What follows belongs to an exercise in optimizing a design on an open flow for small area, a short achievable clock period and few clock cycles; a production flow would make more cautious choices. Power and IR drop assume default switching activity.

==> run a: inputs <==
// equity_top
module equity_top
(
	input  logic               clock,
	input  logic               rst_n,
	input  logic               awvalid,
	output logic               awready,
	input  logic [5-1:0] awaddr,
	input  logic               wvalid,
	output logic               wready,
	input  logic [32-1:0] wdata,
	output logic               bvalid,
	input  logic               bready,
	output logic [1:0]         bresp,
	input  logic               arvalid,
	output logic               arready,
	input  logic [5-1:0] araddr,
	output logic               rvalid,
	input  logic               rready,
	output logic [32-1:0] rdata,
	output logic [1:0]         rresp
);
==> flow/config.mk <==
export PLATFORM = sky130hd
export DESIGN_NAME = equity_top
export DESIGN_NICKNAME = equity_top
export VERILOG_FILES = /design/flow/design.v
export SDC_FILE = /design/flow/constraint.sdc
export NUM_CORES = 4
export LEC_CHECK = 0
export CAP_MARGIN = 20
export CORE_MARGIN = 2
export CORE_UTILIZATION = 30
export SLEW_MARGIN = 20
==> flow/constraint.sdc <==
create_clock -name core_clock -period 12.5 [get_ports {clock}]
set_input_delay 2.5000 -clock core_clock [delete_from_list [all_inputs] [get_ports {clock}]]
set_output_delay 2.5000 -clock core_clock [all_outputs]
set_load 0.01 [all_outputs]
run.sh (not shown) runs the stock make flow with config.mk's settings and CLKGATE_MAP_FILE= SYNTH_SCRIPT=/design/flow/synth_recipe.tcl, a recipe that flattens the netlist after the stock synthesis.
==> run b: changes against run a <==
==> flow/flow/run.sh (new file) <==
#!/bin/bash
# Standard layout, with timing repair aimed well below the clock period
cp standard.sh standard_sh_copy.log
export SETUP_SLACK_MARGIN=8.5
bash standard.sh > standard.log 2>&1
==> flow/standard.sh (new file) <==
#!/bin/bash
# synth_recipe.tcl (not shown) runs the flow's synth.tcl, then flattens the netlist and writes it again
# the make line also repeats each setting of config.mk as NAME=value (left out here)
make -C /OpenROAD-flow-scripts/flow DESIGN_CONFIG=/design/flow/config.mk WORK_HOME=/design/flow/orfs CLKGATE_MAP_FILE= SYNTH_SCRIPT=/design/flow/synth_recipe.tcl "${@:-finish}"
removed: flow/run.sh
==> summary of the runs <==
Run b passed the timing, DRC and antenna checks. Run a ran to the end with no violations. Of run b and run a, run b has the higher power (gap 0.36%, measured against run a). In sequential power, run b and run a hardly differ. Of run b and run a, run b has the higher design area (gap 6.7%, measured against run a). Against run a, the register-to-register slack of run b is better by 1300 ps. Of run a and run b, run a has the higher first-iteration DRC count (gap 3.9%, measured against run b). In clock power, run b and run a hardly differ.
==> figures <==
item                                                               run a           run b
Outcome                                                   finished clean  finished clean
Final standard cell utilization of the core                       34.12%          36.41%
Multi-input gates                                                   2185            2187
Peak ir drop on the vdd network                                0.1033 mV      0.08715 mV
Detail Route met3 WL                                             4744 um         5298 um
Post-layout net count                                               2988            3110
Static Leakage                                                0.01028 uW      0.01107 uW
DRC marker count from the first detailed-route iteration            2308            2222
CP Data Arrival Time                                             7200 ps         5920 ps
Met2 routing resource usage after global routing                  30.94%          32.35%
Met1 WL                                                         35380 um        36420 um
Area of the multi-input gates                                  14730 um2       15490 um2
Total GRT Usage                                                   19.03%          19.87%
FILL cells                                                          8135            8055
No functional check of the RTL was part of any run of this note.


==> inputs of branch willow <==
Another version of the RTL of equity_top (not shown whole).
export LEC_CHECK = 0
export CAP_MARGIN = 20
export CORE_MARGIN = 2
export CORE_UTILIZATION = 30
export SLEW_MARGIN = 20
create_clock -name core_clock -period 12.5 [get_ports {clock}]
standard.sh (not shown) runs the stock make flow with config.mk's settings and CLKGATE_MAP_FILE= SYNTH_SCRIPT=/design/flow/synth_recipe.tcl, a recipe that flattens the netlist after the stock synthesis.
==> flow/flow/run.sh <==
#!/bin/bash
# Standard layout, with timing repair aimed well below the clock period
cp standard.sh standard_sh_copy.log
export SETUP_SLACK_MARGIN=8.5
bash standard.sh > standard.log 2>&1
==> branch violet: changes against branch willow <==
--- a/flow/design.v
+++ b/flow/design.v
@@ -171,11 +171,11 @@
 	logic                valid_b;
 	logic [3:0]          ge3_n [2];
 	logic [3:0]          ge4_n [2];
 	logic [3:0]          eq5_n [2];
 	logic [3:0]          ge3 [2];   
-	logic [3:0]          fm_n [3];  
+	logic [3:0]          fm_n [2];  
 	logic [4*13-1:0] base_n [2];
 	for (genvar i = 0; i < 4; i++)
 	begin : g_hole
 		assign card[i] = hole_word[8*i +: 6];
 	end
@@ -195,11 +195,17 @@
 			for (int s = 0; s < 4; s++)
 				sh[i][s] = card[i][5:4] == 2'(s);
 		end
 	end
 	function automatic logic [2:0] ones4(input logic [3:0] v);
-		ones4 = 3'(v[0]) + 3'(v[1]) + 3'(v[2]) + 3'(v[3]);
+		case (v)
+			4'b0000:                                     ones4 = 3'd0;
+			4'b0001, 4'b0010, 4'b0100, 4'b1000:          ones4 = 3'd1;
+			4'b0111, 4'b1011, 4'b1101, 4'b1110:          ones4 = 3'd3;
+			4'b1111:                                     ones4 = 3'd4;
+			default:                                     ones4 = 3'd2;
+		endcase
 	endfunction
 	for (genvar p = 0; p < 2; p++)
 	begin : g_player
 		logic       f1, f2, f3, h1, h2;
 		always_comb
@@ -227,32 +233,47 @@
 				ge4_n[p][s] = (f3 && h1) || (f2 && h2);
 				eq5_n[p][s] = f3 && h2;
 			end
 		end
 	end
-	function automatic logic [3:0] max4(input logic [3:0] x, input logic [3:0] y);
-		max4 = x > y ? x : y;
+	function automatic logic [3:0] top16(input logic [15:0] m);
+		logic [1:0] t4 [4];
+		logic [3:0] any4;
+		for (int i = 0; i < 4; i++)
+		begin
+			any4[i] = |m[4*i +: 4];
+			t4[i]   = m[4*i+3] ? 2'd3 : m[4*i+2] ? 2'd2 : m[4*i+1] ? 2'd1 : 2'd0;
+		end
+		top16 = any4[3] ? {2'd3, t4[3]} : any4[2] ? {2'd2, t4[2]} : any4[1] ? {2'd1, t4[1]} : {2'd0, t4[0]};
 	endfunction
 	always_comb
 	begin
-		logic [3:0] r [7];
+		logic [6:0]          in_a;
+		logic [13-1:0] fl;
+		logic [13-1:0] m0;
+		logic [13-1:0] m1;
 		for (int i = 0; i < 7; i++)
-			r[i] = |(sh[i] & ge3_n[0]) ? card[i][3:0] : 4'd0;
-		fm_n[0] = max4(max4(r[4], r[5]), r[6]);
-		fm_n[1] = max4(r[0], r[1]);
-		fm_n[2] = max4(r[2], r[3]);
+			in_a[i] = |(sh[i] & ge3[0]);
+		for (int r = 0; r < 13; r++)
+		begin
+			fl[r] = (oh[4][r] && in_a[4]) || (oh[5][r] && in_a[5]) || (oh[6][r] && in_a[6]);
+			m0[r] = fl[r] || (oh[0][r] && in_a[0]) || (oh[1][r] && in_a[1]);
+			m1[r] = fl[r] || (oh[2][r] && in_a[2]) || (oh[3][r] && in_a[3]);
+		end
+		fm_n[0] = top16(16'(m0));
+		fm_n[1] = top16(16'(m1));
 	end
 	always_ff @(posedge clock)
 	begin
 		cfg_bad <= cfg_bad_n;
 		base0   <= base_n[0];
 		base1   <= base_n[1];
 		ge3[0]  <= ge3_n[0];
 		ge3[1]  <= ge3_n[1];
 		k4      <= {|ge4_n[1], |ge4_n[0]};
 		k5      <= {|eq5_n[1], |eq5_n[0]};
-		fmax    <= {max4(fm_n[0], fm_n[2]), max4(fm_n[0], fm_n[1])};
+		fmax    <= {fm_n[1], fm_n[0]};
 	end
 	assign cand    = {|ge3[1], |ge3[0]};
 	assign same    = |(ge3[0] & ge3[1]);
 	assign valid_b = cand[1] && !same;
 	assign spec    = ge3[0] | ge3[1];
@@ -463,12 +484,12 @@
 	input  logic [1:0]        k4,
 	input  logic [1:0]        k5,
 	input  logic [7:0]        fmax,
 	input  logic              same,
 	output logic              v2,
-	output logic [4:0]        win_inc,
-	output logic [4:0]        nl_inc      
+	output logic [13:0]       win_part,   
+	output logic [13:0]       nl_part     
 );
 	localparam int T_N = 0;
 	localparam int T_A = 1;
 	localparam int T_B = 2;
 	localparam int C_NN = 0;
@@ -488,12 +509,12 @@
 	logic [5:0]  fcmp1;   
 	logic [4:0]  w_nn;
 	logic [1:0]  w_na, w_nb, w_an, w_bn;
 	logic [3:0]  w_x;
 	logic [5:0]  fcmp;
-	logic [4:0]  w_n;
-	logic [4:0]  nl_n;
+	logic [13:0] win_n;
+	logic [13:0] nl_n;
 	always_ff @(posedge clock)
 	begin
 		if (!rst_n)
 		begin
 			v1 <= 1'b0;
@@ -503,10 +524,21 @@
 		begin
 			v1 <= run;
 			v2 <= v1;
 		end
 	end
+	function automatic logic [4:0] pairs(input logic [2:0] x, input logic [2:0] y, input logic one_rank);
+		if (one_rank)
+			case (x)
+				3'd2:    pairs = 5'd1;
+				3'd3:    pairs = 5'd3;
+				3'd4:    pairs = 5'd6;
+				default: pairs = 5'd0;
+			endcase
+		else
+			pairs = 5'(x * y);
+	endfunction
 	always_comb
 	begin
 		logic [2:0] na, nb;
 		logic       aa, ab, ba, bb;  
 		logic [3:0] m0, m1;
@@ -514,22 +546,21 @@
 		nb = live_b[4:2];
 		aa = live_a[0];
 		ba = live_a[1];
 		ab = live_b[0];
 		bb = live_b[1];
+		w_nn = pairs(na, nb, a == b);
 		if (a != b)
 		begin
-			w_nn = 5'(na * nb);
 			w_na = 2'(na & {3{ab}});
 			w_nb = 2'(na & {3{bb}});
 			w_an = 2'(nb & {3{aa}});
 			w_bn = 2'(nb & {3{ba}});
 			w_x  = {ba && bb, ba && ab, aa && bb, aa && ab};
 		end
 		else
 		begin
-			w_nn = 5'((na * (na - 3'd1)) >> 1);
 			w_na = '0;
 			w_nb = '0;
 			w_an = 2'(na & {3{aa}});
 			w_bn = 2'(na & {3{ba}});
 			w_x  = {1'b0, 1'b0, aa && ba, 1'b0};
@@ -548,13 +579,29 @@
 		w_nb1   <= w_nb;
 		w_an1   <= w_an;
 		w_bn1   <= w_bn;
 		w_x1    <= w_x;
 		fcmp1   <= fcmp;
-		win_inc <= w_n;
-		nl_inc  <= nl_n;
+		win_part <= win_n;
+		nl_part  <= nl_n;
 	end
+	function automatic logic [1:0] cmp7(input logic [6:0] x, input logic [6:0] y);
+		logic [6:0] g, e;
+		logic       gt;
+		g  = x & ~y;
+		e  = ~(x ^ y);
+		gt = 1'b0;
+		for (int i = 0; i < 7; i++)
+		begin
+			logic t;
+			t = g[i];
+			for (int j = i + 1; j < 7; j++)
+				t = t && e[j];
+			gt = gt || t;
+		end
+		cmp7 = {gt, &e};
+	endfunction
 	logic [8:0] win_c;
 	logic [8:0] nl_c;
 	always_comb
 	begin
 		logic [6:0] s0, s1;
@@ -565,12 +612,11 @@
 		logic       win, tie;
 		s0  = nf1[6:0];
 		s1  = nf1[13:7];
 		lo0 = !(s0[6] && s0[5]);  
 		lo1 = !(s1[6] && s1[5]);
-		gt  = s0 > s1;
-		eq  = s0 == s1;
+		{gt, eq} = cmp7(s0, s1);
 		for (int ta = 0; ta < 3; ta++)
 			for (int tb = 0; tb < 3; tb++)
 			begin
 				in0a = ta == T_A;
 				in0b = tb == T_A;
@@ -608,22 +654,21 @@
 				end
 				win_c[ta*3+tb] = win;
 				nl_c[ta*3+tb]  = win || tie;
 			end
 	end
-	function automatic logic [4:0] boards(input logic [8:0] hit,
+	function automatic logic [13:0] parts(input logic [8:0] hit,
 		input logic [4:0] nn, input logic [1:0] na, input logic [1:0] nb,
 		input logic [1:0] an, input logic [1:0] bn, input logic [3:0] x);
-		logic [3:0] s2;
-		logic [2:0] s1;
-		s2 = (hit[C_NA] ? 4'(na) : 4'd0) + (hit[C_NB] ? 4'(nb) : 4'd0)
-			+ (hit[C_AN] ? 4'(an) : 4'd0) + (hit[C_BN] ? 4'(bn) : 4'd0);
+		logic [2:0] sa, sb, s1;
+		sa = (hit[C_NA] ? 3'(na) : 3'd0) + (hit[C_NB] ? 3'(nb) : 3'd0);
+		sb = (hit[C_AN] ? 3'(an) : 3'd0) + (hit[C_BN] ? 3'(bn) : 3'd0);
 		s1 = 3'(hit[C_AA] && x[0]) + 3'(hit[C_AB] && x[1]) + 3'(hit[C_BA] && x[2]) + 3'(hit[C_BB] && x[3]);
-		boards = (hit[C_NN] ? nn : 5'd0) + 5'(s2) + 5'(s1);
+		parts = {sa, sb, s1, hit[C_NN] ? nn : 5'd0};
 	endfunction
-	assign w_n  = boards(win_c, w_nn1, w_na1, w_nb1, w_an1, w_bn1, w_x1);
-	assign nl_n = boards(nl_c, w_nn1, w_na1, w_nb1, w_an1, w_bn1, w_x1);
+	assign win_n = parts(win_c, w_nn1, w_na1, w_nb1, w_an1, w_bn1, w_x1);
+	assign nl_n  = parts(nl_c, w_nn1, w_na1, w_nb1, w_an1, w_bn1, w_x1);
 endmodule
 module outcome_tally
 (
 	input  logic                          clock,
 	input  logic                          rst_n,
@@ -643,16 +688,17 @@
 	input  logic                          same,
 	output logic [10-1:0]             win_count,
 	output logic [10-1:0]             nl_count    
 );
 	logic [2-1:0] v2;
-	logic [4:0]          win_inc [2];
-	logic [4:0]          nl_inc [2];
-	logic [5:0]          win_sum;
-	logic [5:0]          nl_sum;
-	logic                first1, first2;
-	logic                last1, last2;
+	logic [13:0]         win_part [2];
+	logic [13:0]         nl_part [2];
+	logic                v3;
+	logic [5:0]          win_inc;
+	logic [5:0]          nl_inc;
+	logic                first1, first2, first3;
+	logic                last1, last2, last3;
 	for (genvar l = 0; l < 2; l++)
 	begin : g_lane
 		pair_tally i_lane
 		(
 			.clock    (clock),
@@ -667,49 +713,60 @@
 			.k4       (k4),
 			.k5       (k5),
 			.fmax     (fmax),
 			.same     (same),
 			.v2       (v2[l]),
-			.win_inc  (win_inc[l]),
-			.nl_inc   (nl_inc[l])
+			.win_part (win_part[l]),
+			.nl_part  (nl_part[l])
 		);
 	end
 	always_ff @(posedge clock)
 	begin
 		if (!rst_n)
 		begin
 			last1 <= 1'b0;
 			last2 <= 1'b0;
+			last3 <= 1'b0;
+			v3    <= 1'b0;
 		end
 		else
 		begin
 			last1 <= fin;
 			last2 <= last1;
+			last3 <= last2;
+			v3    <= v2[0];
 		end
 		first1 <= first;
 		first2 <= first1;
+		first3 <= first2;
 	end
-	assign win_sum = (v2[0] ? 6'(win_inc[0]) : 6'd0) + (v2[1] ? 6'(win_inc[1]) : 6'd0);
-	assign nl_sum  = (v2[0] ? 6'(nl_inc[0]) : 6'd0) + (v2[1] ? 6'(nl_inc[1]) : 6'd0);
+	function automatic logic [5:0] lane_sum(input logic [13:0] p);
+		lane_sum = 6'(p[4:0]) + 6'(p[7:5]) + 6'(p[10:8]) + 6'(p[13:11]);
+	endfunction
 	always_ff @(posedge clock)
 	begin
-		if (v2[0])
+		win_inc <= (v2[0] ? lane_sum(win_part[0]) : 6'd0) + (v2[1] ? lane_sum(win_part[1]) : 6'd0);
+		nl_inc  <= (v2[0] ? lane_sum(nl_part[0]) : 6'd0) + (v2[1] ? lane_sum(nl_part[1]) : 6'd0);
+	end
+	always_ff @(posedge clock)
+	begin
+		if (v3)
 		begin
-			if (last2 && err)
+			if (last3 && err)
 			begin
 				win_count <= '0;
 				nl_count  <= '0;
 			end
-			else if (first2)
+			else if (first3)
 			begin
-				win_count <= 10'(win_sum);
-				nl_count  <= 10'(nl_sum);
+				win_count <= 10'(win_inc);
+				nl_count  <= 10'(nl_inc);
 			end
 			else
 			begin
-				win_count <= win_count + 10'(win_sum);
-				nl_count  <= nl_count + 10'(nl_sum);
+				win_count <= win_count + 10'(win_inc);
+				nl_count  <= nl_count + 10'(nl_inc);
 			end
 		end
 	end
 endmodule
 `timescale 1ns/1ns
@@ -756,11 +813,49 @@
 	logic [5*2-1:0]         live_a;
 	logic [5*2-1:0]         live_b;
 	logic [14*2-1:0]        strength;
 	logic [10-1:0]             win_count;
 	logic [10-1:0]             nl_count;
-	equity_regs i_regs (.*);  
+	logic                          fin1;      
+	logic                          fin_bad1;
+	always_ff @(posedge clock)
+	begin
+		if (!rst_n)
+			fin1 <= 1'b0;
+		else
+			fin1 <= fin;
+		fin_bad1 <= fin_bad;
+	end
+	equity_regs i_regs
+	(
+		.clock     (clock),
+		.rst_n     (rst_n),
+		.awvalid   (awvalid),
+		.awready   (awready),
+		.awaddr    (awaddr),
+		.wvalid    (wvalid),
+		.wready    (wready),
+		.wdata     (wdata),
+		.bvalid    (bvalid),
+		.bready    (bready),
+		.bresp     (bresp),
+		.arvalid   (arvalid),
+		.arready   (arready),
+		.araddr    (araddr),
+		.rvalid    (rvalid),
+		.rready    (rready),
+		.rdata     (rdata),
+		.rresp     (rresp),
+		.fin       (fin1),
+		.fin_bad   (fin_bad1),
+		.win_count (win_count),
+		.nl_count  (nl_count),
+		.go        (go),
+		.err       (err),
+		.hole_word (hole_word),
+		.flop_word (flop_word)
+	);
 	board_enumerator i_enum (.*);
 	for (genvar l = 0; l < 2; l++)
 	begin : g_lane
 		logic [13-1:0] one;
 		logic [13-1:0] two;
==> results.toml <==
[cells_and_area]
layout.nonclk_buf_share_pct = 7.67

[power_and_ir_drop]
p_leak_nw = 16.0

[clocking]
cts_resized = 246

[outcome]
outcome = "finished clean"

[synthesis]
synth.most_common_cell = "nand2_1"
[end of results for branch willow]
==> results.toml <==
[synthesis]
synth.most_common_cell = "nor2_1"

[power_and_ir_drop]
p_leak_nw = 16.1

[worst_hold_path]
hp-start = "i_tally.first1$_DFF_P_"

[cells_and_area]
layout.nonclk_buf_share_pct = 6.26
multi_input_area_mm2 = 0.0233

[outcome]
outcome = "finished clean"
[end of results for branch violet]
Function was not checked in any run of this note: the RTL went through the layout flow alone.

==> re-timing with driven ports <==
The results above use ideal ports. As a check the final layouts listed here were re-extracted and re-timed, cells and wires unchanged. Step 1 assumes that a clkbuf_16 drives the clock port and a buf_2 every other input. Step 2 moves the port delays by t, midway between the first and last clock arrival at a register: inputs arrive t later, outputs are due t later. That takes back most of the time a late clock gives input paths. a / b / c = no drivers / after step 1 / after step 2; a / b = the first two.
| run | t, ns | setup slack, ns | worst slew at a driven data input, ns |
|---|---|---|---|
| run a | 0.619 | 5.783 / 5.783 / 5.783 | 0.06 |
| run b | 0.627 | 7.062 / 7.062 / 7.062 | 0.07 |
| branch willow | 0.699 | 7.038 / 7.038 / 7.038 | 0.06 |
| branch violet | 0.698 | 8.126 / 8.126 / 8.009 | 0.06 |
After both steps every run listed still meets setup and hold. The setup slack of branch violet, which loses most, moves by 0.000 ns with the drivers and by -0.117 ns with both steps.
